Context: an optimization exercise on an open-source flow, tuned for small area, a short achievable clock period and few clock cycles. The choices shown serve that exercise and are no tape-out recipe.
Only simulation tests tie the RTL to the original design; equivalence was not proved.
Power is estimated from default activity; no workload was simulated.

==> trial 41: inputs <==
## dwconv_top
module dwconv_top (
  input  logic                  clk,
  input  logic                  rstn,
  input  logic                  in_req,
  input  dwconv_pkg::window_t   in_data,
  output logic                  in_ack,
  output logic                  out_req,
  output dwconv_pkg::out_word_t out_data,
  input  logic                  out_ack
);
  localparam int WIN_W = 9 * 8;
  logic        capture;
  logic        load;
  logic [55:0] res;
  dwconv_ctrl u_ctrl (
    .clk     (clk),
    .rstn    (rstn),
    .in_req  (in_req),
    .out_ack (out_ack),
    .in_ack  (in_ack),
    .out_req (out_req),
    .capture (capture),
    .load    (load)
  );
  channel_mac0 u_mac0 (.clk(clk), .win(in_data[0*WIN_W +: WIN_W]), .q(res[0*7 +: 7]));
  channel_mac1 u_mac1 (.clk(clk), .win(in_data[1*WIN_W +: WIN_W]), .q(res[1*7 +: 7]));
  channel_mac2 u_mac2 (.clk(clk), .win(in_data[2*WIN_W +: WIN_W]), .q(res[2*7 +: 7]));
  channel_mac3 u_mac3 (.clk(clk), .win(in_data[3*WIN_W +: WIN_W]), .q(res[3*7 +: 7]));
  channel_mac4 u_mac4 (.clk(clk), .win(in_data[4*WIN_W +: WIN_W]), .q(res[4*7 +: 7]));
  channel_mac5 u_mac5 (.clk(clk), .win(in_data[5*WIN_W +: WIN_W]), .q(res[5*7 +: 7]));
  channel_mac6 u_mac6 (.clk(clk), .win(in_data[6*WIN_W +: WIN_W]), .q(res[6*7 +: 7]));
  channel_mac7 u_mac7 (.clk(clk), .win(in_data[7*WIN_W +: WIN_W]), .q(res[7*7 +: 7]));
  result_fifo u_out (
    .clk  (clk),
    .load (load),
    .din  (res),
  ...
==> flow/config.mk <==
export PLATFORM = sky130hd
export DESIGN_NAME = dwconv_top
export DESIGN_NICKNAME = dwconv_top
export VERILOG_FILES = /design/flow/design.v
export SDC_FILE = /design/flow/constraint.sdc
export NUM_CORES = 4
export LEC_CHECK = 0
export ABC_AREA = 1
export CAP_MARGIN = 20
export CORE_MARGIN = 2
export CORE_UTILIZATION = 60
export CTS_CLUSTER_DIAMETER = 80
export CTS_CLUSTER_SIZE = 30
export SETUP_SLACK_MARGIN = 3.4
export SLEW_MARGIN = 20
export SYNTH_HIERARCHICAL = 1
export SYNTH_MINIMUM_KEEP_SIZE = 0
==> flow/constraint.sdc <==
create_clock -name core_clock -period 6.0 [get_ports {clk}]
set_input_delay 1.2000 -clock core_clock [delete_from_list [all_inputs] [get_ports {clk}]]
set_output_delay 1.2000 -clock core_clock [all_outputs]
set_load 0.01 [all_outputs]
standard.sh (not shown) runs the stock make flow with config.mk's settings and CLKGATE_MAP_FILE= SYNTH_SCRIPT=/design/flow/synth_recipe.tcl, a recipe that flattens the netlist after the stock synthesis.
==> flow/flow/run.sh <==
#!/bin/bash
# Standard layout (the standard.sh, standard synthesis included), except
# that the input and output port buffers are plain sky130_fd_sc_hd__buf_1
# cells rather than the delay cell that buffer_ports picks by default.
# Every port still gets its own buffer; the resizer may still upsize them.
set -e
export BUFFER_PORTS_ARGS="-buffer_cell sky130_fd_sc_hd__buf_1"
bash standard.sh > standard.log 2>&1
==> trial 50: changes against trial 41 <==
--- a/flow/config.mk
+++ b/flow/config.mk
@@ -5,7 +5,6 @@
 export SDC_FILE = /design/flow/constraint.sdc
 export NUM_CORES = 4
 export LEC_CHECK = 0
-export ABC_AREA = 1
 export CAP_MARGIN = 20
 export CORE_MARGIN = 2
 export CORE_UTILIZATION = 60
==> notes <==
Of trial 50 and trial 41, trial 50 has the higher worst hold slack (gap 0.0023 ns).
In trial 41 the combinational power is lower than in trial 50, by about 4%.
Between trial 41 and trial 50, the lower count of clock-buffer cells in the layout is in trial 41 (gap 3).
Between trial 41 and trial 50, the lower worst setup slack is in trial 50 (gap 0.00085 ns).
In trial 50 the non-clock buffer count is higher than in trial 41, by 7.
In trial 50 the via count is smaller than in trial 41, by 5.7%.
Of trial 50 and trial 41, trial 41 has the higher synthesized cell count (gap 12%, measured against trial 41).
Of trial 50 and trial 41, trial 50 has the higher global-route usage (gap 0.55 points).
In trial 41 the cell count is higher than in trial 50, by about 9%.
Sequential power is about the same in trial 50 and trial 41.
==> figures <==
Post-Layout Inst Area: trial 41 48500 sq um; trial 50 48100 sq um
Fin nets: trial 41 5662; trial 50 5273
Wire length per cell: trial 41 19.9 um; trial 50 22.3 um
Die Outline Area: trial 41 73800 sq um; trial 50 72700 sq um
Endpoint of the worst hold-timing path: trial 41 u_mac6.cs_n437$_DFF_P_; trial 50 u_mac1.cs_n335$_DFF_P_
Reported clock group power: trial 41 3030 uW; trial 50 3080 uW
Maximum ir drop on the vdd rail: trial 41 0.000432 V; trial 50 0.000345 V
Crit. path cell count: trial 41 4; trial 50 6
Hold Path Origin: trial 41 u_mac6.s1_n320$_DFF_P_; trial 50 u_mac1.s1_n240$_DFF_P_
Crit-path max FO: trial 41 2; trial 50 1
Placement-stage cell area: trial 41 47100 sq um; trial 50 46400 sq um
Worst clock skew: trial 41 0.0307 ns; trial 50 0.0247 ns
Run status: trial 41 no timing/DRC/antenna violations; trial 50 no timing/DRC/antenna violations
First-pass GRT wire length: trial 41 153 mm; trial 50 155 mm
Transition time at the pin with the least slew margin: trial 41 0.846 ns; trial 50 0.966 ns
Final weighted congestion in routability-driven placement: trial 41 0.980; trial 50 1.01
HPWL after detailed placement: trial 41 87.2 mm; trial 50 88.6 mm
Layout-to-synthesis area ratio: trial 41 1.128x; trial 50 1.137x
Worst slack after detailed placement: trial 41 2.69 ns; trial 50 2.60 ns
Sequential logic power: trial 41 7580 uW; trial 50 7610 uW
# rows: trial 41 98; trial 50 97
Testbench counts of trial 41, summed over its fixed seeds: cycles 12,800.
Testbench counts of trial 50, summed over its fixed seeds: cycles 12,800.

========
==> inputs of job 8593 <==
Starting RTL as in the previous note.
==> flow/config.mk <==
export PLATFORM = sky130hd
export DESIGN_NAME = dwconv_top
export DESIGN_NICKNAME = dwconv_top
export VERILOG_FILES = /design/flow/design.v
export SDC_FILE = /design/flow/constraint.sdc
export NUM_CORES = 4
export LEC_CHECK = 0
export CAP_MARGIN = 20
export CORE_MARGIN = 2
export CORE_UTILIZATION = 60
export CTS_CLUSTER_DIAMETER = 80
export CTS_CLUSTER_SIZE = 30
export SETUP_SLACK_MARGIN = 3.6
export SLEW_MARGIN = 20
export SYNTH_HIERARCHICAL = 1
export SYNTH_MINIMUM_KEEP_SIZE = 0
==> flow/constraint.sdc <==
create_clock -name core_clock -period 6.0 [get_ports {clk}]
set_input_delay 1.2000 -clock core_clock [delete_from_list [all_inputs] [get_ports {clk}]]
set_output_delay 1.2000 -clock core_clock [all_outputs]
set_load 0.01 [all_outputs]
Scripts as last shown in full above: flow/flow/run.sh
==> inputs of job 7417, as changes to job 8593 <==
--- a/flow/config.mk
+++ b/flow/config.mk
@@ -8,8 +8,8 @@
 export CAP_MARGIN = 20
 export CORE_MARGIN = 2
-export CORE_UTILIZATION = 60
+export CORE_UTILIZATION = 50
 export CTS_CLUSTER_DIAMETER = 80
 export CTS_CLUSTER_SIZE = 30
-export SETUP_SLACK_MARGIN = 3.6
+export SETUP_SLACK_MARGIN = 3.4
 export SLEW_MARGIN = 20
 export SYNTH_HIERARCHICAL = 1
==> impl_metrics.env <==
export IMPL_max_freq_mhz=377.3
export IMPL_track_usage=0.2842
export IMPL_clk_share=0.02682
export IMPL_worst_pin_slew_ns=0.8961
export IMPL_grtUsageMet2=0.5077
export IMPL_status="no timing/DRC/antenna violations"
export IMPL_ir_worst_vdd_mv=0.3721
export IMPL_wl_per_cell_um=22.03
export IMPL_clock_skew_ns=0.02647
export IMPL_layout_common_cells="dfxtp_1 (632), fa_1 (568), inv_1 (437)"
export IMPL_routed_wl_um=99000
-- figures above: job 8593

==> impl_metrics.env <==
export IMPL_status="no timing/DRC/antenna violations"
export IMPL_worst_pin_slew_ns=0.9630
export IMPL_grtUsageMet2=0.4163
export IMPL_grt_first_pass_wirelength_um=150100
export IMPL_placed_cell_area_um2=46610
export IMPL_largest_register_ff_count=56
export IMPL_layout_common_cells="fa_1 (774), dfxtp_1 (644), buf_1 (597)"
export IMPL_track_usage=0.2340
export IMPL_wl_per_cell_um=20.90
export IMPL_clk_share=0.02780
export IMPL_max_freq_mhz=370.8
export IMPL_routed_wl_um=97100
export IMPL_ir_worst_vdd_mv=0.2593
-- figures above: job 7417

Testbench counts of job 8593, summed over its fixed seeds: cycles 12,800.
Testbench counts of job 7417, summed over its fixed seeds: cycles 12,800.

==> static timing again, ports no longer ideal <==
No port has a modelled driver above. Below, the same layouts with a new extraction and two added sets of constraints. Step 1 (the two cells are an assumption about what drives the block):
set clk [get_ports {clk}]
set_driving_cell -lib_cell sky130_fd_sc_hd__clkbuf_16 $clk
set_driving_cell -lib_cell sky130_fd_sc_hd__buf_2 [delete_from_list [all_inputs] $clk]
Step 2 moves the port delays by t, midway between the first and last clock arrival at a register: inputs arrive t later, outputs are due t later. That takes back most of the time a late clock gives input paths. a / b / c = ideal ports / drivers / drivers and shift; a / b = the first two.
run	shift t [ns]	slack for setup (ns)	worst setup path after step 2
trial 41	0.657	3.377 / 3.403 / 2.761	input to register
trial 50	0.643	3.376 / 3.376 / 2.756	input to register
job 8593	0.653	3.349 / 3.349 / 2.913	input to register
job 7417	0.653	3.303 / 3.303 / 2.764	input to register
After both steps every run listed still meets setup and hold. For trial 50, which loses most, drivers alone change the setup slack by 0.000 ns; drivers and shift together by -0.620 ns.
